Background: an optimization exercise with open tools, aiming at small area, a short achievable clock period and few clock cycles. Do not read the settings as production practice. In this exercise RTL edits were held to simulation tests only and were not proved equivalent to the original.

==> design/flow/design.v <==
`timescale 1ns / 1ps
`default_nettype none
package rhws_pkg;
    localparam int POSITION_BITS_DEF = 32;
    localparam int ANGLE_BITS_DEF    = 16;
    localparam int CORDIC_STEPS_DEF  = 16;
    localparam int CORDIC_XW = 50;
    localparam int CORDIC_ZW = 34;
    localparam int ATAN_IDX_BITS = 5;
    localparam logic [31:0] GAIN_Q30 = 32'd652032874;
    localparam int CFG_ADDR_BITS = 2;
    localparam int CFG_DATA_BITS = 31;
    localparam logic [CFG_ADDR_BITS-1:0] CFG_STEP_DISTANCE = 2'd0;
    localparam logic [CFG_ADDR_BITS-1:0] CFG_MAX_STEP      = 2'd1;
    localparam logic [CFG_ADDR_BITS-1:0] CFG_ARRIVAL_TOL   = 2'd2;
    localparam logic [CFG_ADDR_BITS-1:0] CFG_CHECK_INTV    = 2'd3;
    localparam logic [30:0] STEP_DISTANCE_RST = 31'd65536;
    localparam logic [30:0] MAX_STEP_RST      = 31'd65536;
    localparam logic [15:0] ARRIVAL_TOL_RST   = 16'd3277;
    localparam logic [15:0] CHECK_INTV_RST    = 16'd20;
    localparam logic [1:0] EV_IDLE    = 2'd0;
    localparam logic [1:0] EV_NEW     = 2'd1;
    localparam logic [1:0] EV_REACHED = 2'd2;
    localparam logic [1:0] EV_FAR     = 2'd3;
    localparam logic [31:0] DIST_SAT = 32'hFFFF_FFFF;
    typedef struct packed {
        logic busy;
        logic done;
    } rhws_cordic_stat_t;
endpackage
`default_nettype wire
`timescale 1ns / 1ps
`default_nettype none
import rhws_pkg::*;
module rhws_cordic
#(
    parameter int CORDIC_STEPS = CORDIC_STEPS_DEF
) (
    input  wire logic                        clk,
    input  wire logic                        rst_n,
    input  wire logic                        start,
    input  wire logic [CORDIC_XW-1:0]        x_start,
    input  wire logic [31:0]                 angle,
    output logic signed [CORDIC_XW-1:0]      x_out,
    output logic signed [CORDIC_XW-1:0]      y_out,
    output logic [1:0]                       stat
);
    localparam int ITW = $clog2(CORDIC_STEPS);
    localparam logic [ITW-1:0] IT_LAST = ITW'(CORDIC_STEPS - 1);
    logic signed [CORDIC_XW-1:0] x_reg, x_next;
    logic signed [CORDIC_XW-1:0] y_reg, y_next;
    logic signed [CORDIC_ZW-1:0] z_reg, z_next;
    logic [ITW-1:0]              it_reg, it_next;
    logic                        busy_reg, busy_next;
    logic                        done_reg, done_next;
    logic [1:0]                  quadrant;
    logic [31:0]                 angle_fold;
    logic signed [CORDIC_XW-1:0] dx;
    logic signed [CORDIC_XW-1:0] dy;
    logic signed [CORDIC_ZW-1:0] atan_z;
    function automatic logic [31:0] atan_lut(input logic [ATAN_IDX_BITS-1:0] idx);
        case (idx)
            5'd0:    atan_lut = 32'd536870912;
            5'd1:    atan_lut = 32'd316933406;
            5'd2:    atan_lut = 32'd167458907;
            5'd3:    atan_lut = 32'd85004756;
            5'd4:    atan_lut = 32'd42667331;
            5'd5:    atan_lut = 32'd21354465;
            5'd6:    atan_lut = 32'd10679838;
            5'd7:    atan_lut = 32'd5340245;
            5'd8:    atan_lut = 32'd2670163;
            5'd9:    atan_lut = 32'd1335087;
            5'd10:   atan_lut = 32'd667544;
            5'd11:   atan_lut = 32'd333772;
            5'd12:   atan_lut = 32'd166886;
            5'd13:   atan_lut = 32'd83443;
            5'd14:   atan_lut = 32'd41722;
            5'd15:   atan_lut = 32'd20861;
            5'd16:   atan_lut = 32'd10430;
            5'd17:   atan_lut = 32'd5215;
            5'd18:   atan_lut = 32'd2608;
            5'd19:   atan_lut = 32'd1304;
            5'd20:   atan_lut = 32'd652;
            5'd21:   atan_lut = 32'd326;
            5'd22:   atan_lut = 32'd163;
            5'd23:   atan_lut = 32'd81;
            default: atan_lut = 32'd0;
        endcase
    endfunction
    assign quadrant = angle[31:30];
    assign dx       = y_reg >>> it_reg;
    assign dy       = x_reg >>> it_reg;
    assign atan_z   = $signed(CORDIC_ZW'(atan_lut(ATAN_IDX_BITS'(it_reg))));
    always_comb
    begin
        x_next     = x_reg;
        y_next     = y_reg;
        z_next     = z_reg;
        it_next    = it_reg;
        busy_next  = busy_reg;
        done_next  = 1'b0;
        angle_fold = angle;
        if (start)
        begin
            if (quadrant == 2'b01 || quadrant == 2'b10)
            begin
                angle_fold = angle ^ 32'h8000_0000;
                x_next     = -$signed(x_start);
            end
            else
            begin
                x_next = $signed(x_start);
            end
            y_next    = '0;
            z_next    = CORDIC_ZW'($signed(angle_fold));
            it_next   = '0;
            busy_next = 1'b1;
        end
        else if (busy_reg)
        begin
            if (!z_reg[CORDIC_ZW-1])
            begin
                x_next = x_reg - dx;
                y_next = y_reg + dy;
                z_next = z_reg - atan_z;
            end
            else
            begin
                x_next = x_reg + dx;
                y_next = y_reg - dy;
                z_next = z_reg + atan_z;
            end
            it_next = it_reg + 1'b1;
            if (it_reg == IT_LAST)
            begin
                busy_next = 1'b0;
                done_next = 1'b1;
            end
        end
    end
    always_ff @(posedge clk or negedge rst_n)
    begin
        if (!rst_n)
        begin
            busy_reg <= 1'b0;
            done_reg <= 1'b0;
            it_reg   <= '0;
        end
        else
        begin
            busy_reg <= busy_next;
            done_reg <= done_next;
            it_reg   <= it_next;
        end
    end
    always_ff @(posedge clk)
    begin
        x_reg <= x_next;
        y_reg <= y_next;
        z_reg <= z_next;
    end
    assign x_out     = x_reg;
    assign y_out     = y_reg;
    assign stat[1]   = busy_reg;
    assign stat[0]   = done_reg;
endmodule
`default_nettype wire
`timescale 1ns / 1ps
`default_nettype none
import rhws_pkg::*;
module random_heading_waypoint_stepper
#(
    parameter int POSITION_BITS = POSITION_BITS_DEF,
    parameter int ANGLE_BITS    = ANGLE_BITS_DEF,
    parameter int CORDIC_STEPS  = CORDIC_STEPS_DEF
) (
    input  wire logic                     clk,
    input  wire logic                     rst_n,
    input  wire logic                     cfg_we,
    input  wire logic [CFG_ADDR_BITS-1:0] cfg_addr,
    input  wire logic [CFG_DATA_BITS-1:0] cfg_wdata,
    input  wire logic                     in_valid,
    output logic                          in_ready,
    input  wire logic [POSITION_BITS-1:0] in_current_north,
    input  wire logic [POSITION_BITS-1:0] in_current_east,
    input  wire logic [POSITION_BITS-1:0] in_current_down,
    input  wire logic [ANGLE_BITS-1:0]    in_heading,
    input  wire logic [15:0]              in_random_value,
    output logic                          out_valid,
    input  wire logic                     out_ready,
    output logic [1:0]                    out_event_res,
    output logic [POSITION_BITS-1:0]      out_target_north,
    output logic [POSITION_BITS-1:0]      out_target_east,
    output logic [POSITION_BITS-1:0]      out_target_down,
    output logic [31:0]                   out_distance_sq
);
    localparam int PB = POSITION_BITS;
    localparam int AB = ANGLE_BITS;
    localparam int CW = CORDIC_XW - 16;
    localparam int SW = ((PB > CW) ? PB : CW) + 1;
    localparam int AW = ((PB + 1) > 33) ? (PB + 1) : 33;
    localparam logic [SW-1:0] POS_HI = {{(SW - PB + 1){1'b0}}, {(PB - 1){1'b1}}};
    localparam logic [SW-1:0] POS_LO = ~POS_HI;
    localparam logic [AB-1:0] QUARTER = AB'(1) << (AB - 2);
    localparam logic [3:0] S_IDLE   = 4'd0;
    localparam logic [3:0] S_MUL    = 4'd1;
    localparam logic [3:0] S_ROT_GO = 4'd2;
    localparam logic [3:0] S_ROT    = 4'd3;
    localparam logic [3:0] S_FINISH = 4'd4;
    localparam logic [3:0] S_REM    = 4'd5;
    localparam logic [3:0] S_DIFF   = 4'd6;
    localparam logic [3:0] S_SQN    = 4'd7;
    localparam logic [3:0] S_SQE    = 4'd8;
    localparam logic [3:0] S_SQT    = 4'd9;
    localparam logic [3:0] S_SUM    = 4'd10;
    localparam logic [3:0] S_CMP    = 4'd11;
    localparam logic [3:0] S_DONE   = 4'd12;
    logic [3:0]  state_reg, state_next;
    logic [30:0] step_dist_reg;
    logic [30:0] max_step_reg;
    logic [15:0] tol_reg;
    logic [15:0] intv_reg;
    logic signed [PB-1:0] cn_reg, ce_reg, cd_reg;
    logic signed [AB-1:0] head_reg;
    logic [15:0]          rnd_reg;
    logic [15:0] tick_reg, tick_next;
    logic        held_reg, held_next;
    logic signed [PB-1:0] tn_reg, tn_next;
    logic signed [PB-1:0] te_reg, te_next;
    logic signed [PB-1:0] td_reg, td_next;
    logic [31:0] turn_reg, turn_next;
    logic [16:0] rem_reg, rem_next;
    logic [3:0]  rbit_reg, rbit_next;
    logic [31:0] an_reg, an_next;
    logic [31:0] ae_reg, ae_next;
    logic        big_reg, big_next;
    logic [63:0] sqn_reg, sqn_next;
    logic [63:0] sqe_reg, sqe_next;
    logic [31:0] tolsq_reg, tolsq_next;
    logic [64:0] total_reg, total_next;
    logic [1:0]  ev_reg, ev_next;
    logic [31:0] dist_reg, dist_next;
    logic [31:0] mul_a, mul_b;
    logic [63:0] mul_prod_reg, mul_prod_next;
    logic                 out_valid_reg, out_valid_next;
    logic [1:0]           out_ev_reg;
    logic signed [PB-1:0] out_tn_reg, out_te_reg, out_td_reg;
    logic [31:0]          out_dist_reg;
    logic                 out_load;
    logic                        in_fire;
    logic [30:0]                 step;
    logic [15:0]                 iv;
    logic [14+AB:0]              rnd_wide;
    logic [AB-1:0]               ang;
    logic [16:0]                 rem_sh;
    logic                        cordic_start;
    logic signed [CORDIC_XW-1:0] cx, cy;
    logic signed [CORDIC_XW-1:0] cx_rnd, cy_rnd;
    logic signed [CW-1:0]        cs, sn;
    logic signed [SW-1:0]        sum_n, sum_e;
    logic signed [AW-1:0]        d_n, d_e;
    logic [AW-1:0]               abs_n, abs_e;
    logic [1:0]                  cordic_stat;  
    rhws_cordic #(
        .CORDIC_STEPS (CORDIC_STEPS)
    ) u_cordic (
        .clk     (clk),
        .rst_n   (rst_n),
        .start   (cordic_start),
        .x_start (CORDIC_XW'(mul_prod_reg[60:14])),
        .angle   (turn_reg),
        .x_out   (cx),
        .y_out   (cy),
        .stat    (cordic_stat)
    );
    assign in_ready = (state_reg == S_IDLE);
    assign in_fire     = in_valid && in_ready;
    assign step = (step_dist_reg < max_step_reg) ? step_dist_reg : max_step_reg;
    assign iv   = (intv_reg == 16'd0) ? 16'd1 : intv_reg;
    assign rnd_wide = {rnd_reg, {(AB - 1){1'b0}}};
    assign ang      = head_reg + AB'(rnd_wide[14+AB:16]) - QUARTER;
    assign rem_sh = {rem_reg[15:0], tick_reg[rbit_reg]};
    assign cx_rnd = cx + CORDIC_XW'(32'sd32768);
    assign cy_rnd = cy + CORDIC_XW'(32'sd32768);
    assign cs     = cx_rnd[CORDIC_XW-1:16];
    assign sn     = cy_rnd[CORDIC_XW-1:16];
    assign sum_n  = SW'(cn_reg) + SW'(cs);
    assign sum_e  = SW'(ce_reg) + SW'(sn);
    assign d_n   = AW'(tn_reg) - AW'(cn_reg);
    assign d_e   = AW'(te_reg) - AW'(ce_reg);
    assign abs_n = d_n[AW-1] ? AW'(-d_n) : AW'(d_n);
    assign abs_e = d_e[AW-1] ? AW'(-d_e) : AW'(d_e);
    assign cordic_start = (state_reg == S_ROT_GO);
    always_comb
    begin
        unique case (state_reg)
            S_MUL:
            begin
                mul_a = {1'b0, step};
                mul_b = GAIN_Q30;
            end
            S_SQN:
            begin
                mul_a = an_reg;
                mul_b = an_reg;
            end
            S_SQE:
            begin
                mul_a = ae_reg;
                mul_b = ae_reg;
            end
            default:
            begin
                mul_a = {16'd0, tol_reg};
                mul_b = {16'd0, tol_reg};
            end
        endcase
        mul_prod_next = mul_a * mul_b;
    end
    always_comb
    begin
        state_next     = state_reg;
        tick_next      = tick_reg;
        held_next      = held_reg;
        tn_next        = tn_reg;
        te_next        = te_reg;
        td_next        = td_reg;
        turn_next      = turn_reg;
        rem_next       = rem_reg;
        rbit_next      = rbit_reg;
        an_next        = an_reg;
        ae_next        = ae_reg;
        big_next       = big_reg;
        sqn_next       = sqn_reg;
        sqe_next       = sqe_reg;
        tolsq_next     = tolsq_reg;
        total_next     = total_reg;
        ev_next        = ev_reg;
        dist_next      = dist_reg;
        out_load       = 1'b0;
        out_valid_next = out_valid_reg;
        if (out_valid_reg && out_ready)
        begin
            out_valid_next = 1'b0;
        end
        unique case (state_reg)
            S_IDLE:
            begin
                if (in_fire)
                begin
                    tick_next = tick_reg + 16'd1;
                    rem_next  = '0;
                    rbit_next = 4'd15;
                    state_next = held_reg ? S_REM : S_MUL;
                end
            end
            S_MUL:
            begin
                turn_next  = {ang, {(32 - AB){1'b0}}};
                state_next = S_ROT_GO;
            end
            S_ROT_GO:
            begin
                state_next = S_ROT;
            end
            S_ROT:
            begin
                if (cordic_stat[0])
                begin
                    state_next = S_FINISH;
                end
            end
            S_FINISH:
            begin
                if ($signed(sum_n) > $signed(POS_HI))
                    tn_next = POS_HI[PB-1:0];
                else if ($signed(sum_n) < $signed(POS_LO))
                    tn_next = POS_LO[PB-1:0];
                else
                    tn_next = sum_n[PB-1:0];
                if ($signed(sum_e) > $signed(POS_HI))
                    te_next = POS_HI[PB-1:0];
                else if ($signed(sum_e) < $signed(POS_LO))
                    te_next = POS_LO[PB-1:0];
                else
                    te_next = sum_e[PB-1:0];
                td_next    = cd_reg;
                held_next  = 1'b1;
                ev_next    = EV_NEW;
                dist_next  = '0;
                state_next = S_DONE;
            end
            S_REM:
            begin
                if (rem_sh >= {1'b0, iv})
                    rem_next = rem_sh - {1'b0, iv};
                else
                    rem_next = rem_sh;
                rbit_next = rbit_reg - 4'd1;
                if (rbit_reg == 4'd0)
                begin
                    if (rem_next == 17'd0)
                    begin
                        state_next = S_DIFF;
                    end
                    else
                    begin
                        ev_next    = EV_IDLE;
                        dist_next  = '0;
                        state_next = S_DONE;
                    end
                end
            end
            S_DIFF:
            begin
                an_next    = abs_n[31:0];
                ae_next    = abs_e[31:0];
                big_next   = (|abs_n[AW-1:32]) || (|abs_e[AW-1:32]);
                state_next = S_SQN;
            end
            S_SQN:
            begin
                state_next = S_SQE;
            end
            S_SQE:
            begin
                sqn_next   = mul_prod_reg;
                state_next = S_SQT;
            end
            S_SQT:
            begin
                sqe_next   = mul_prod_reg;
                state_next = S_SUM;
            end
            S_SUM:
            begin
                tolsq_next = mul_prod_reg[31:0];
                total_next = {1'b0, sqn_reg} + {1'b0, sqe_reg};
                state_next = S_CMP;
            end
            S_CMP:
            begin
                if (big_reg || (|total_reg[64:48]))
                    dist_next = DIST_SAT;
                else
                    dist_next = total_reg[47:16];
                if (!big_reg && (total_reg <= {33'd0, tolsq_reg}))
                begin
                    held_next = 1'b0;
                    ev_next   = EV_REACHED;
                end
                else
                begin
                    ev_next = EV_FAR;
                end
                state_next = S_DONE;
            end
            S_DONE:
            begin
                if (!out_valid_reg || out_ready)
                begin
                    out_load       = 1'b1;
                    out_valid_next = 1'b1;
                    state_next     = S_IDLE;
                end
            end
            default:
            begin
                state_next = S_IDLE;
            end
        endcase
    end
    always_ff @(posedge clk or negedge rst_n)
    begin
        if (!rst_n)
        begin
            state_reg     <= S_IDLE;
            tick_reg      <= '0;
            held_reg      <= 1'b0;
            tn_reg        <= '0;
            te_reg        <= '0;
            td_reg        <= '0;
            out_valid_reg <= 1'b0;
            step_dist_reg <= STEP_DISTANCE_RST;
            max_step_reg  <= MAX_STEP_RST;
            tol_reg       <= ARRIVAL_TOL_RST;
            intv_reg      <= CHECK_INTV_RST;
        end
        else
        begin
            state_reg     <= state_next;
            tick_reg      <= tick_next;
            held_reg      <= held_next;
            tn_reg        <= tn_next;
            te_reg        <= te_next;
            td_reg        <= td_next;
            out_valid_reg <= out_valid_next;
            if (cfg_we)
            begin
                unique case (cfg_addr)
                    CFG_STEP_DISTANCE: step_dist_reg <= cfg_wdata;
                    CFG_MAX_STEP:      max_step_reg  <= cfg_wdata;
                    CFG_ARRIVAL_TOL:   tol_reg       <= cfg_wdata[15:0];
                    CFG_CHECK_INTV:    intv_reg      <= cfg_wdata[15:0];
                    default:           ;
                endcase
            end
        end
    end
    always_ff @(posedge clk)
    begin
        if (in_fire)
        begin
            cn_reg   <= in_current_north;
            ce_reg   <= in_current_east;
            cd_reg   <= in_current_down;
            head_reg <= in_heading;
            rnd_reg  <= in_random_value;
        end
        mul_prod_reg <= mul_prod_next;
        turn_reg     <= turn_next;
        rem_reg      <= rem_next;
        rbit_reg     <= rbit_next;
        an_reg       <= an_next;
        ae_reg       <= ae_next;
        big_reg      <= big_next;
        sqn_reg      <= sqn_next;
        sqe_reg      <= sqe_next;
        tolsq_reg    <= tolsq_next;
        total_reg    <= total_next;
        ev_reg       <= ev_next;
        dist_reg     <= dist_next;
        if (out_load)
        begin
            out_ev_reg   <= ev_reg;
            out_tn_reg   <= tn_reg;
            out_te_reg   <= te_reg;
            out_td_reg   <= td_reg;
            out_dist_reg <= dist_reg;
        end
    end
    assign out_valid        = out_valid_reg;
    assign out_event_res    = out_ev_reg;
    assign out_target_north = out_tn_reg;
    assign out_target_east  = out_te_reg;
    assign out_target_down  = out_td_reg;
    assign out_distance_sq  = out_dist_reg;
endmodule
`default_nettype wire
==> design/flow/run.sh <==
#!/bin/bash
# synth_recipe.tcl (not shown) runs the flow's synth.tcl, then flattens the netlist and writes it again
# the make line also repeats each setting of config.mk as NAME=value (left out here)
make -C /OpenROAD-flow-scripts/flow DESIGN_CONFIG=/design/flow/config.mk WORK_HOME=/design/flow/orfs CLKGATE_MAP_FILE= SYNTH_SCRIPT=/design/flow/synth_recipe.tcl finish
==> design/flow/config.mk <==
export PLATFORM = sky130hd
export DESIGN_NAME = random_heading_waypoint_stepper
export DESIGN_NICKNAME = random_heading_waypoint_stepper
export VERILOG_FILES = /design/flow/design.v
export SDC_FILE = /design/flow/constraint.sdc
export NUM_CORES = 4
export LEC_CHECK = 0
export CAP_MARGIN = 20
export CORE_MARGIN = 2
export CORE_UTILIZATION = 40
export SLEW_MARGIN = 20
==> design/flow/constraint.sdc <==
create_clock -name core_clock -period 13.0 [get_ports {clk}]
set_input_delay 2.6000 -clock core_clock [delete_from_list [all_inputs] [get_ports {clk}]]
set_output_delay 2.6000 -clock core_clock [all_outputs]
set_load 0.01 [all_outputs]
==> run notes <==
[cells in the final DEF (no fill, tap or decap), types with 21 or more instances in the layout]
master	Yosys	final
nor4_1	41	40
clkdlybuf4s50_1	0	295
nor2_1	937	923
a211oi_1	67	67
a21o_1	272	272
nor2b_1	93	93
o21ai_0	456	452
a22oi_1	41	38
or3_1	33	33
or2_2	27	27
a21oi_1	684	682
mux2i_1	107	106
xor2_1	261	260
a221o_1	69	69
buf_4	5	236
fa_1	906	906
and2_1	71	71
o31ai_1	41	41
xnor2_1	402	401
a31oi_1	85	83
mux4_2	122	122
and3_1	85	84
clkinv_2	0	27
nand2_1	901	898
nor3_1	138	137
o21bai_1	52	52
inv_1	1271	1268
nand2b_1	103	103
nand3_1	148	148
nor3b_1	22	21
ha_1	712	712
nand4_1	87	87
dfxtp_1	114	114
mux2_2	140	140
dfrtp_1	207	202
edfxtp_1	701	701
clkbuf_16	0	122
o211ai_1	31	31
o21a_1	137	137
[routing by layer]
metal / part of all wire / GRT usage
met2: 0.45 / 0.433
met1: 0.40 / 0.350
met5: 0.00017 / 0
met3: 0.076 / 0.0510
met4: 0.068 / 0.157
[logic make-up after synthesis]
group	count (synthesis)	synth area share
flip-flops	1033	0.286
XOR/XNOR	665	0.0580
multiplexers	388	0.0576
buffers and inverters	1751	0.0668
AND/OR/NAND/NOR	2771	0.126
AO/OA/AOI/OAI	2177	0.137
adder cells (fa/ha/maj)	1618	0.269
[through the flow]
step | instances | hold WS (ns) | instance area (µm²) | worst slack (ns)
floorplan | 10403 | 0.400 | 101000 | 1.64
global placement | 13811 | 0.408 | 108000 | 1.03
detailed placement | 13811 | 0.405 | 108000 | 1.06
CTS | 14041 | 0.363 | 112000 | 1.05
global route | 14047 | 0.366 | 112000 | 0.117
finish | 14058 | 0.375 | 112000 | 0.803
[worst min-delay path by stage]
stage	end	slack, ns
detailed placement	out_ev_reg[1]	0.40
CTS	out_td_reg[8]	0.36
global route	out_td_reg[8]	0.37
finish	out_td_reg[8]	0.37
global placement	out_ev_reg[0]	0.41
floorplan	out_dist_reg[0]	0.40
[worst register-to-register path, delay by kind of cell (launching register included)]
family / cells / cell delay [ns]
compound gates: 17 / 4.26
xor+xnor: 1 / 0.15
fa+ha+maj: 10 / 4.97
buf+inv: 8 / 1.02
flops: 1 / 0.52
simple gates: 4 / 1.20
[layout make-up]
| cell class | count | area (µm²) |
|---|---|---|
| fill | 24112 | 139000 |
| multi-input combinational | 7619 | 65400 |
| sequential | 1033 | 28800 |
| timing repair buffer | 537 | 4800 |
| inverter | 1279 | 4800 |
| tap | 3348 | 4190 |
| clock buffer | 150 | 3260 |
| clock inverter | 80 | 1110 |
| antenna | 12 | 30.0 |
==> summary.txt <==
GRT
  – Initial antenna violation count: 15
  – Vias in the first global route: around 81,000
  – Largest net degree at the start of global routing: 85
  – First-pass GRT wire length: 527,000 µm
  – Total congestion overflow: 0
  – Total track usage: 0.273

Worst setup path
  – Crit-path most repeated cell: fa_1
  – Max stage delay on crit path: slightly below 0.8 ns
  – End of the critical path: mul_prod_reg[57]
  – WP buf/inv: 8
  – Worst Reg2Reg Path Length in Cells: 40
  – Critical Path Fanout Max: 16
  – Critical Setup Path Class: flip-flop to flip-flop
  – Worst EP arrival: between 10 and 15 ns
  – Crit path launch type: flip-flop
  – WP data required: between 10 and 15 ns
  – Critical Path End Type: flip-flop
  – CP delay by family, top: adder cells
  – Max stage delay cell, worst path: nand2b_1
  – CP Launch Point: max_step_reg[16]
  – RR Endpoint: mul_prod_reg[57]
  – Crit. path cell count: 40
  – Reg-to-reg slack, setup: roughly 0.8 ns
  – RR Startpoint: max_step_reg[16]

Die
  – I/O pins: 298
  – Height of the die: 506 µm
  – Area of the core: 251,000 µm²
  – Die X: 506 µm
  – Initial core utilization: 0.401
  – Core Rows: roughly 180
  – Die ar.: between 200,000 and 300,000 µm²

Synth
  – YS warnings: 2
  – Ys async rst share: 0.211
  – Synthesized area per cell: about 9.7 µm²
  – Distinct cell type count after synthesis: roughly 110
  – Commonest cells in the synthesized netlist: inv_1, nor2_1, fa_1
  – Synthesized cell area: 101,000 µm²
  – Mapped Cells: ~10,000
  – Area contributors post-synth: edfxtp_1, fa_1, ha_1, dfrtp_1, inv_1
  – Synth top area share: 0.209
  – Synthesized net count: 12,187
  – Yosys top cell by area: edfxtp_1
  – Synth Register Bits: between 1,000 and 1,500
  – Count leader, synth: inv_1
  – Sequential share of the synthesized area: 0.286
  – Most used DFF post-synth: edfxtp_1
  – EDFF count, synth: ~700

STA
  – Final setup viols: 0
  – Post-layout minimum cycle time: around 12 ns
  – Final period utilization: 0.938
  – Worst clock skew: 0.0977 ns
  – Final hold vios: 0
  – Unrepaired setup endpoints after global routing: no
  – Setup_tns: 0 ns
  – Fmax: slightly above 0.08 GHz
  – Slew @ Worst Pin: between 1 and 1.5 ns
  – Max-slew headroom: 0.155
  – Slew Limit Fails: 0

Finish
  – Fin util: 0.448
  – Fin nets: roughly 12,000
  – Layout area overhead: 11.6%
  – Layout cells sized above 1: 0.0783
  – Max reg flops: 65

Place
  – IO Port Bufs: approximately 300
  – Detail Placement HPWL: between 200,000 and 300,000 µm
  – Final GP Congestion: around 1.0

Routing
  – Per-cell routed wire length: approximately 25 µm
  – Initial DRC Count: 7,601
  – ANT nets after route: 0
  – WL final: ~350,000 µm
  – TritonRoute pass-1 iters: 6
  – Routed vias: between 80,000 and 90,000
  – DRC viols: 0
  – Routed vias/inst: between 5 and 6

Clock tree
  – Inserted Clock Buffers: 120
  – CTS tree: built
  – Resized cells post-CTS: 0
  – Worst-Skew Late Latency: 0.85 ns
  – Post-CTS setup buffers: 0
  – Number of clock sinks: between 1,000 and 1,500
  – Clk root buf: clkbuf_16
  – Clk pin slew, worst setup/hold paths: approximately 0.070 ns
  – H-Tree Depth: 3
  – Clock Path Buffers: 3
  – Hold_buf cts: 0

Worst hold path
  – Worst hold path startpoint: td_reg[8]
  – Hold path cells: 0
  – HP Class: flip-flop to flip-flop

Flow run
  – Reported max-cap violation count: 0

Status
  – Status: timing/DRC/antenna clean
Testbench counts, summed over its fixed seeds: cycles 104,230.

[static timing again, ports no longer ideal]
How much do the figures lean on ideal ports? The routed layout below was timed once more, with nothing changed but the port constraints. Step 1 sets driving cells, clkbuf_16 on the clock port and buf_2 on the other inputs (assumed; they add their load-dependent delay and slew). Step 2, shift: input delay + t, output delay - t, t = (earliest + latest rising clock arrival at the registers) / 2. This alone moves slack from input paths to output paths. Slacks: ideal / step 1 / step 2; pairs: ideal / step 1.
t, ns: 0.894
setup WS [ns]: 0.803 / 0.803 / 0.803
hold slack, ns: 0.375 / 0.375 / 0.375
slew at the worst register clock pin (ns): 0.07 / 0.07
pins driven straight from the clock port: 1
After both steps this run still meets setup and hold. For this run, drivers alone change the setup slack by 0.000 ns; drivers and shift together by 0.000 ns.
